Source: an optimization exercise on an open RTL-to-GDS flow (aim: small area). Production flows keep margins and buffers that such runs may drop.
Only simulation tests tie the RTL to the original design; equivalence was not proved.
The clock input has no modelled driver; a real chip could not lean on it and would need a root buffer or a full tree.
Power is estimated from default activity; no workload was simulated.

== the previous run ==
==> flow/design.v <==
module mii_arp_top (
    input  logic       i_sys_clk,
    input  logic       i_nreset,
    input  logic       i_rx_enable,
    input  logic       i_rx_dv,
    input  logic [3:0] i_rx_data,
    output logic       o_tx_valid,
    output logic [7:0] o_tx_data
);
    localparam int V = 13;
    localparam int R_PRE_END = V + 15;     
    localparam int R_SND0    = V + 60;     
    localparam int R_SND_END = V + 79;     
    localparam int R_BLOCK   = V + 32;     
    localparam int R_ET_HI   = V + 40;     
    localparam int R_ET_LO   = V + 42;     
    localparam int R_SAT     = V + 127;    
    localparam int T_FREE = V + 5;         
    localparam int T_PRE  = V + 107;       
    localparam int T_LIT  = V + 115;       
    localparam int T_SND  = V + 147;       
    localparam int T_DONE = V + 157;       
    logic       last_dv;
    logic       acc;       
    logic       busy;      
    logic       arp;       
    logic [7:0] cnt;
    logic [3:0] low_nib;
    logic [7:0] pre_q [8];    
    logic [7:0] snd_q [10];   
    logic [3:0] ofs;
    logic       start_acc;
    logic       frame_end;
    logic       wr;
    logic [7:0] rx_byte;
    logic       wr_pre;
    logic       wr_snd;
    logic       wr_snd0;
    logic       kick;
    logic       rot;
    logic       shift_snd;
    logic [7:0] lit;
    assign start_acc = i_rx_dv && !last_dv && i_rx_enable && !busy;
    assign frame_end = acc && !i_rx_dv;
    assign wr        = acc && i_rx_dv && (cnt[0] == V[0]);
    assign rx_byte   = {i_rx_data, low_nib};
    assign wr_pre    = wr && cnt < 8'(R_PRE_END);
    assign wr_snd    = wr && cnt >= 8'(R_SND0) && cnt < 8'(R_SND_END);
    assign wr_snd0   = wr && cnt == 8'(R_SND0);
    assign kick      = busy && cnt == 8'(T_SND);
    assign rot       = ofs != 4'd0 && !(acc && cnt >= 8'(R_BLOCK));
    assign shift_snd = wr_snd || kick || rot;
    always_ff @(posedge i_sys_clk) begin
        low_nib <= i_rx_data;
        if (wr_pre || (busy && cnt >= 8'(T_PRE))) begin
            for (int k = 0; k < 7; k++) pre_q[k] <= pre_q[k+1];
            pre_q[7] <= rx_byte;
        end
        if (shift_snd) begin
            for (int k = 0; k < 9; k++) snd_q[k] <= snd_q[k+1];
            snd_q[9] <= wr_snd ? rx_byte : snd_q[0];
            if (wr_snd0 || kick) begin
                ofs <= 4'd1;
            end else begin
                ofs <= (ofs == 4'd9) ? 4'd0 : ofs + 4'd1;
            end
        end
        if (start_acc) begin
            arp <= 1'b1;
        end else if (wr && cnt == 8'(R_ET_HI)) begin
            arp <= arp && rx_byte == 8'h08;
        end else if (wr && cnt == 8'(R_ET_LO)) begin
            arp <= arp && rx_byte == 8'h06;
        end else if (frame_end) begin
            arp <= arp && cnt > 8'(R_ET_LO);
        end
        if (start_acc || frame_end) begin
            cnt <= 8'(V);
        end else if (busy || cnt < 8'(R_SAT)) begin
            cnt <= cnt + 8'd1;
        end
    end
    always_ff @(posedge i_sys_clk) begin
        if (!i_nreset) begin
            last_dv <= 1'b0;
            acc     <= 1'b0;
            busy    <= 1'b0;
        end else begin
            last_dv <= i_rx_dv;
            acc     <= start_acc || (acc && i_rx_dv);
            if (frame_end) begin
                busy <= 1'b1;
            end else if ((cnt == 8'(T_FREE) && !arp) || cnt == 8'(T_DONE)) begin
                busy <= 1'b0;
            end
        end
    end
    localparam logic [255:0] LIT_BYTES = {
        48'hffff_ffff_ffff,
        48'h1234_5678_9abc,
        16'h0806,
        64'h0001_0800_0604_0002,
        48'h1234_5678_9abc,
        32'h0a45_452a
    };
    function automatic logic [7:0] lit_at(input logic [4:0] a);
        logic [4:0] j;
        j = a - 5'(T_LIT);
        lit_at = LIT_BYTES[8'd255 - {j, 3'b000} -: 8];
    endfunction
    always_comb begin
        lit = 8'h00;
        for (int a = 0; a < 32; a++) begin
            if (cnt[4:0] == 5'(a)) lit = lit_at(5'(a));
        end
    end
    assign o_tx_valid = busy && arp && cnt >= 8'(T_PRE) && cnt != 8'(T_DONE);
    assign o_tx_data  = (cnt < 8'(T_LIT)) ? pre_q[0] : (cnt < 8'(T_SND)) ? lit : snd_q[0];
endmodule
==> flow/config.mk <==
export PLATFORM = sky130hd
export DESIGN_NAME = mii_arp_top
export DESIGN_NICKNAME = mii_arp_top
export VERILOG_FILES = /design/flow/design.v
export SDC_FILE = /design/flow/constraint.sdc
export NUM_CORES = 4
export LEC_CHECK = 0
export ABC_AREA = 1
export CAP_MARGIN = 20
export CORE_MARGIN = 2
export CORE_UTILIZATION = 40
export SLEW_MARGIN = 20
==> flow/constraint.sdc <==
create_clock -name core_clock -period 6.0 [get_ports {i_sys_clk}]
set_input_delay 1.2000 -clock core_clock [delete_from_list [all_inputs] [get_ports {i_sys_clk}]]
set_output_delay 1.2000 -clock core_clock [all_outputs]
set_load 0.01 [all_outputs]
standard.sh (not shown) runs the stock make flow with config.mk's settings and CLKGATE_MAP_FILE= SYNTH_SCRIPT=/design/flow/synth_recipe.tcl, a recipe that flattens the netlist after the stock synthesis.
==> flow/flow/run.sh <==
#!/bin/bash
# Standard layout, with: the combinational logic resynthesized for area after
# synthesis, single-size port buffers, and a clock tree without dummy loads.
set -o pipefail
W=$(pwd)
export BUFFER_PORTS_ARGS="-buffer_cell sky130_fd_sc_hd__buf_1"
export CTS_ARGS="-sink_clustering_enable -repair_clock_nets -dont_use_dummy_load -buf_list sky130_fd_sc_hd__clkbuf_4 -root_buf sky130_fd_sc_hd__clkbuf_8"
export RMP_LIB=$W/rmp.lib
export RMP_DIR=$W/rmp
export POST_SYNTH_TCL=$W/flow/post_synth.tcl
export POST_CTS_TCL=$W/flow/post_cts.tcl
export CLK_LEAF_CELL=sky130_fd_sc_hd__clkbuf_8
export CLK_GROUP_MAX=19
python3 $W/flow/filter_lib.py $FLOW_HOME/platforms/sky130hd/lib/sky130_fd_sc_hd__tt_025C_1v80.lib $RMP_LIB > $W/filter_lib.log 2>&1 || exit 1
bash $W/standard.sh "$@" > $W/standard.log 2>&1
==> flow/flow/post_synth.tcl <==
# Resynthesize the combinational logic for area; registers are left as they are.
report_design_area
file mkdir $::env(RMP_DIR)
for {set pass 0} {$pass < 2} {incr pass} {
  restructure -target area -liberty_file $::env(RMP_LIB) \
    -tielo_port sky130_fd_sc_hd__conb_1/LO -tiehi_port sky130_fd_sc_hd__conb_1/HI \
    -work_dir $::env(RMP_DIR) -abc_logfile $::env(RMP_DIR)/abc_$pass.log
  report_design_area
}
Other scripts of this flow, unchanged in this note and not shown: flow/flow/filter_lib.py, flow/flow/post_cts.tcl
[inputs] the current run vs the previous run
-- flow/flow/run.sh --
<<< the previous run, line 2
# Standard layout, with: the combinational logic resynthesized for area after
# synthesis, single-size port buffers, and a clock tree without dummy loads.
>>> the current run, line 2
# Standard layout, with: the combinational logic of the standard synthesis
# re-mapped for area (flip-flops untouched), single-size port buffers, and a
# clock tree whose leaf level is rebuilt as a few balanced groups.
<<< the previous run, line 6
>>> the current run, line 7
R=$W/orfs/results/sky130hd/mii_arp_top/base
<<< the previous run, line 9
export RMP_DIR=$W/rmp
export POST_SYNTH_TCL=$W/flow/post_synth.tcl
>>> the current run, line 11
<<< the previous run, line 15
>>> the current run, line 15
bash $W/standard.sh synth > $W/standard_synth.log 2>&1 || exit 1
cp $R/1_2_yosys.v $W/standard_synth.v
export REOPT_IN=$W/standard_synth.v REOPT_OUT=$W/reopt.v REOPT_ABC=$W/flow/reopt.abc
$FLOW_HOME/../tools/install/yosys/bin/yosys -c $W/flow/reopt.tcl > $W/reopt.log 2>&1 || exit 1
cp $W/reopt.v $R/1_2_yosys.v
rm -f $R/1_synth.odb
==> flow/flow/reopt.abc (new file) <==
&get -n
&deepsyn -T 20
&put
dch -f
amap
==> flow/flow/reopt.tcl (new file) <==
# Re-map the combinational logic of the standard synthesis for area with a
# deeper ABC search. The flip-flops stay as they are: same cells, same names.
set lib $::env(RMP_LIB)
set net $::env(REOPT_IN)
yosys read_liberty -ignore_miss_func $lib
yosys blackbox sky130_fd_sc_hd__edfxtp_1 sky130_fd_sc_hd__dfxtp_1
yosys read_verilog $net
yosys hierarchy -top $::env(FLOW_TOP)
yosys flatten
yosys opt -purge
yosys stat -liberty $lib
yosys abc -liberty $lib -script $::env(REOPT_ABC)
yosys opt_clean -purge
yosys hilomap -singleton -hicell sky130_fd_sc_hd__conb_1 HI -locell sky130_fd_sc_hd__conb_1 LO
yosys splitnets
yosys opt_clean -purge
yosys insbuf -buf sky130_fd_sc_hd__buf_4 A X
yosys stat -liberty $lib
yosys write_verilog -noattr -noexpr -nohex -nodec $::env(REOPT_OUT)
# read the result back against the cell interfaces and check it
yosys design -reset
yosys read_liberty -lib $lib
yosys read_verilog $::env(REOPT_OUT)
yosys hierarchy -check -top $::env(FLOW_TOP)
yosys check -assert
yosys stat -liberty $lib
removed: flow/flow/post_synth.tcl
--- outcome ---
Diff the previous run -> the current run: global-route wire length before repair shrank by 1.7%; die area now sits lower; synthesis-to-layout area growth rose by 0.55 points; share of the clock period used by the worst path after layout went down by 2.3 points; highest achievable clock rate rose about 3.6%. On clock network power, the current run tracks the previous run almost exactly. Going from the previous run to the current run, worst setup slack higher; synthesized cell count rose by about 0.3%; peak supply drop went down by about 5%; final area saw a decrease. Area after synthesis: the current run vs the previous run down about 1.2%.
In every run of this note, the design's own scripts or RTL, not TritonCTS, make the clock network.

separate check: timing with driven ports:
Ports are ideal in the flow. The routed layouts listed here were re-timed in OpenROAD. Step 1, drivers: a clkbuf_16 drives i_sys_clk and a buf_2 each remaining input, both assumed. Step 2 times the ports against the registers' clock, not the clock port: input delays grow and output delays shrink by t, the midpoint of the rising clock arrivals with the driver on. a / b / c = no drivers / after step 1 / after step 2; a / b = the first two.
run	shift t [ns]	setup WS [ns]	hold WS [ns]	worst setup path after step 2	pins driven straight from the clock port
the previous run	0.435	1.958 / 1.923 / 2.322	0.408 / 0.408 / 0.408	input to register	1
the current run	0.435	2.098 / 2.066 / 2.101	0.420 / 0.420 / 0.420	input to register	1
After both steps every run listed still meets setup and hold.
